What follows belongs to an exercise in optimizing a design on an open flow for small area; a production flow would make more cautious choices.
In this exercise RTL edits were held to simulation tests only and were not proved equivalent to the original.
Power and IR drop assume default switching activity.

Design bomber_top, start of the top module:
module bomber_top
(
	input  logic        clk,
	input  logic        rst,
	input  logic [11:0] paddr_i,
	input  logic        psel_i,
	input  logic        penable_i,
	input  logic        pwrite_i,
	input  logic [31:0] pwdata_i,
	output logic [31:0] prdata_o,
	output logic        pready_o,
	output logic        pslverr_o
);
Size: ~1,300 cells after synthesis, about 160 flip-flops, about 83 I/O pins, roughly 11,000 sq um of cells after synthesis.
clock: 12.0 ns
lec_check: 0
abc_area: 1
cap_margin: 5
core_margin: 2
core_utilization: 30
cts_buf_list: sky130_fd_sc_hd__clkbuf_8
slew_margin: 5
standard.sh (not shown) runs the stock make flow with config.mk's settings and CLKGATE_MAP_FILE= SYNTH_SCRIPT=/design/flow/synth_recipe.tcl, a recipe that flattens the netlist after the stock synthesis.
==> flow/flow/run.sh <==
#!/bin/bash
set -euo pipefail
here=$(pwd)
{
	head -n 1 synth_recipe.tcl
	cat <<EOT
proc extract_fa {args} { }
proc abc {args} {
  set i [lsearch \$args -script]
  if {\$i >= 0} { set args [lreplace \$args \$i [expr {\$i + 1}] -script $here/flow/area.abc] }
  yosys abc {*}\$args
}
EOT
	tail -n +2 synth_recipe.tcl
} > area_synth.tcl
sed "s#SYNTH_SCRIPT=[^ ]*#SYNTH_SCRIPT=$here/area_synth.tcl SKIP_REPAIR_TIE_FANOUT=1#" standard.sh > area_standard.sh
grep -q "SYNTH_SCRIPT=$here/area_synth.tcl" area_standard.sh
bash area_standard.sh > flow.log 2>&1
==> flow/flow/area.abc <==
strash
&get -n
&fraig -x
&put
scorr
dc2
strash
&get -n
&deepsyn -T 120
&put
strash
&get -n
&dch -f
&nf -R 1000 -p
&put
strash
&get -n
&dch -f
&nf -R 1000 -p
&put
strash
&get -n
&dch -f
&nf -R 1000 -p
&put
Edit:
--- a/flow/flow/run.sh
+++ b/flow/flow/run.sh
@@ -16 +16 @@
-sed "s#SYNTH_SCRIPT=[^ ]*#SYNTH_SCRIPT=$here/area_synth.tcl SKIP_REPAIR_TIE_FANOUT=1#" standard.sh > area_standard.sh
+sed "s#SYNTH_SCRIPT=[^ ]*#SYNTH_SCRIPT=$here/area_synth.tcl#" standard.sh > area_standard.sh
==> flow/flow/area.abc (replaced) <==
strash
&get -n
&fraig -x
&put
scorr
dc2
dretime
strash
&get -n
&dch -f
&nf -R 1000 -p
&put
strash
&get -n
&dch -f
&nf -R 1000 -p
&put
- CAP_MARGIN: 5 -> 20
- CORE_UTILIZATION: 30 -> 50
- SLEW_MARGIN: 5 -> 20
The new run went through all stages and came out clean.
Routed wire length increases by 4.3%.
Power goes up by 7.1%.
Setup slack is worse by 0.45 ns.
Final cell count is lower by 4.1%.
Edit:
- CAP_MARGIN: 20 -> 5
- CORE_UTILIZATION: 50 -> 30
- CTS_BUF_LIST: sky130_fd_sc_hd__clkbuf_8 -> sky130_fd_sc_hd__clkbuf_16
- CTS_CLUSTER_DIAMETER: default -> 150
- CTS_CLUSTER_SIZE: default -> 40
- SLEW_MARGIN: 20 -> 5
Synthesized area does not change.
Total power went up by about 11%.
Die area went up by about 65%.
Non-clock buffer count stays the same.
Routed wire length went up by 2.4%.
Clock power went up by about 34%.
Edit:
--- a/flow/flow/run.sh
+++ b/flow/flow/run.sh
@@ -17,0 +18,2 @@
+export BUFFER_PORTS_ARGS="-buffer_cell sky130_fd_sc_hd__buf_1"
+export CTS_ARGS="-sink_clustering_enable -repair_clock_nets -buf_list sky130_fd_sc_hd__clkbuf_8 -dont_use_dummy_load"
--- a/flow/flow/area.abc
+++ b/flow/flow/area.abc
@@ -7 +7,4 @@
-dretime
+strash
+&get -n
+&deepsyn -T 120
+&put
@@ -17,0 +21,5 @@
+strash
+&get -n
+&dch -f
+&nf -R 1000 -p
+&put
- CTS_BUF_LIST: sky130_fd_sc_hd__clkbuf_16 -> sky130_fd_sc_hd__clkbuf_8
- CTS_CLUSTER_DIAMETER: 150 -> default
- CTS_CLUSTER_SIZE: 40 -> default
Result: Wire length decreases by 7.3%; sequential power is lower by about 7%; via count falls by about 7%; power falls by about 27%; hold slack hardly moves; fmax rises by 10%; die area drops by 3.5%; clock power decreases by 45%; global-route usage falls by 1.3 points; clock-buffer cell count stays the same; first-iteration DRC count came out lower by 24%.

* * *

bomber_top again, from the RTL that the note above started with.
clock: 12.0 ns
lec_check: 0
abc_area: 1
cap_margin: 5
core_margin: 2
core_utilization: 30
cts_buf_list: sky130_fd_sc_hd__clkbuf_8
slew_margin: 5
==> flow/flow/run.sh <==
#!/bin/bash
set -euo pipefail
here=$(pwd)
{
	head -n 1 synth_recipe.tcl
	cat <<EOT
proc extract_fa {args} { }
proc abc {args} {
  set i [lsearch \$args -script]
  if {\$i >= 0} { set args [lreplace \$args \$i [expr {\$i + 1}] -script $here/flow/area.abc] }
  yosys abc {*}\$args
}
EOT
	tail -n +2 synth_recipe.tcl
} > area_synth.tcl
sed "s#SYNTH_SCRIPT=[^ ]*#SYNTH_SCRIPT=$here/area_synth.tcl#" standard.sh > area_standard.sh
grep -q "SYNTH_SCRIPT=$here/area_synth.tcl" area_standard.sh
bash area_standard.sh > flow.log 2>&1
==> flow/flow/area.abc <==
strash
&get -n
&fraig -x
&put
scorr
dc2
strash
&get -n
&deepsyn -T 120
&put
strash
&get -n
&dch -f
&nf -R 1000 -p
&put
strash
&get -n
&dch -f
&nf -R 1000 -p
&put
strash
&get -n
&dch -f
&nf -R 1000 -p
&put
Edit:
==> flow/flow/area.abc (replaced) <==
strash
&get -n
&fraig -x
&put
scorr
dc2
dretime
strash
&get -n
&dch -f
&nf -R 1000 -p
&put
strash
&get -n
&dch -f
&nf -R 1000 -p
&put
Register-to-register slack loses 410 ps.
Hold slack hardly moves.
Fmax decreases by 2.0%.
Final area increases by about 4%.
Edit:
--- a/flow/config.mk
+++ b/flow/config.mk
@@ -12,2 +12,3 @@
 export CTS_BUF_LIST = sky130_fd_sc_hd__clkbuf_8
+export GPL_TIMING_DRIVEN = 0
 export SLEW_MARGIN = 5
Outcome: Cell count went up by 0.60%. Clock-buffer cell count stays the same. Final area went up by about 1%. Hold slack barely changes. First-iteration DRC count went down by 5.2%. Register-to-register slack is worse by 410 ps. Global-route usage went down by 0.28 points. Fmax went down by 6.2%.

[separate check: timing with driven ports]
No port has a modelled driver above. Below, the same layouts with a new extraction and two added sets of constraints. Step 1: set_driving_cell puts a clkbuf_16 on clk and a buf_2 on each other input, an assumption about the parent block. Step 2 moves the port delays by t, midway between the first and last clock arrival at a register: inputs arrive t later, outputs are due t later. That takes back most of the time a late clock gives input paths. Slacks: ideal / step 1 / step 2; pairs: ideal / step 1.
| run | t, ns | setup WS [ns] | clock arrival spread, ns |
|---|---|---|---|
| the first run of note 1 | 0.510 | 1.459 / 1.434 / 1.434 | 0.020 / 0.020 |
| the second run of note 1 | 0.513 | 1.006 / 0.983 / 0.983 | 0.022 / 0.022 |
| the third run of note 1 | 0.484 | 1.198 / 1.173 / 1.173 | 0.018 / 0.019 |
| the fourth run of note 1 | 0.516 | 2.181 / 2.160 / 2.160 | 0.052 / 0.053 |
| the first run of note 2 | 0.522 | 1.472 / 1.445 / 1.445 | 0.020 / 0.020 |
| the second run of note 2 | 0.520 | 1.259 / 1.237 / 1.237 | 0.025 / 0.024 |
| the third run of note 2 | 0.552 | 0.546 / 0.524 / 0.524 | 0.023 / 0.023 |
After both steps every run listed still meets setup and hold. For the first run of note 2, which loses most, drivers alone change the setup slack by -0.027 ns; drivers and shift together by -0.027 ns.
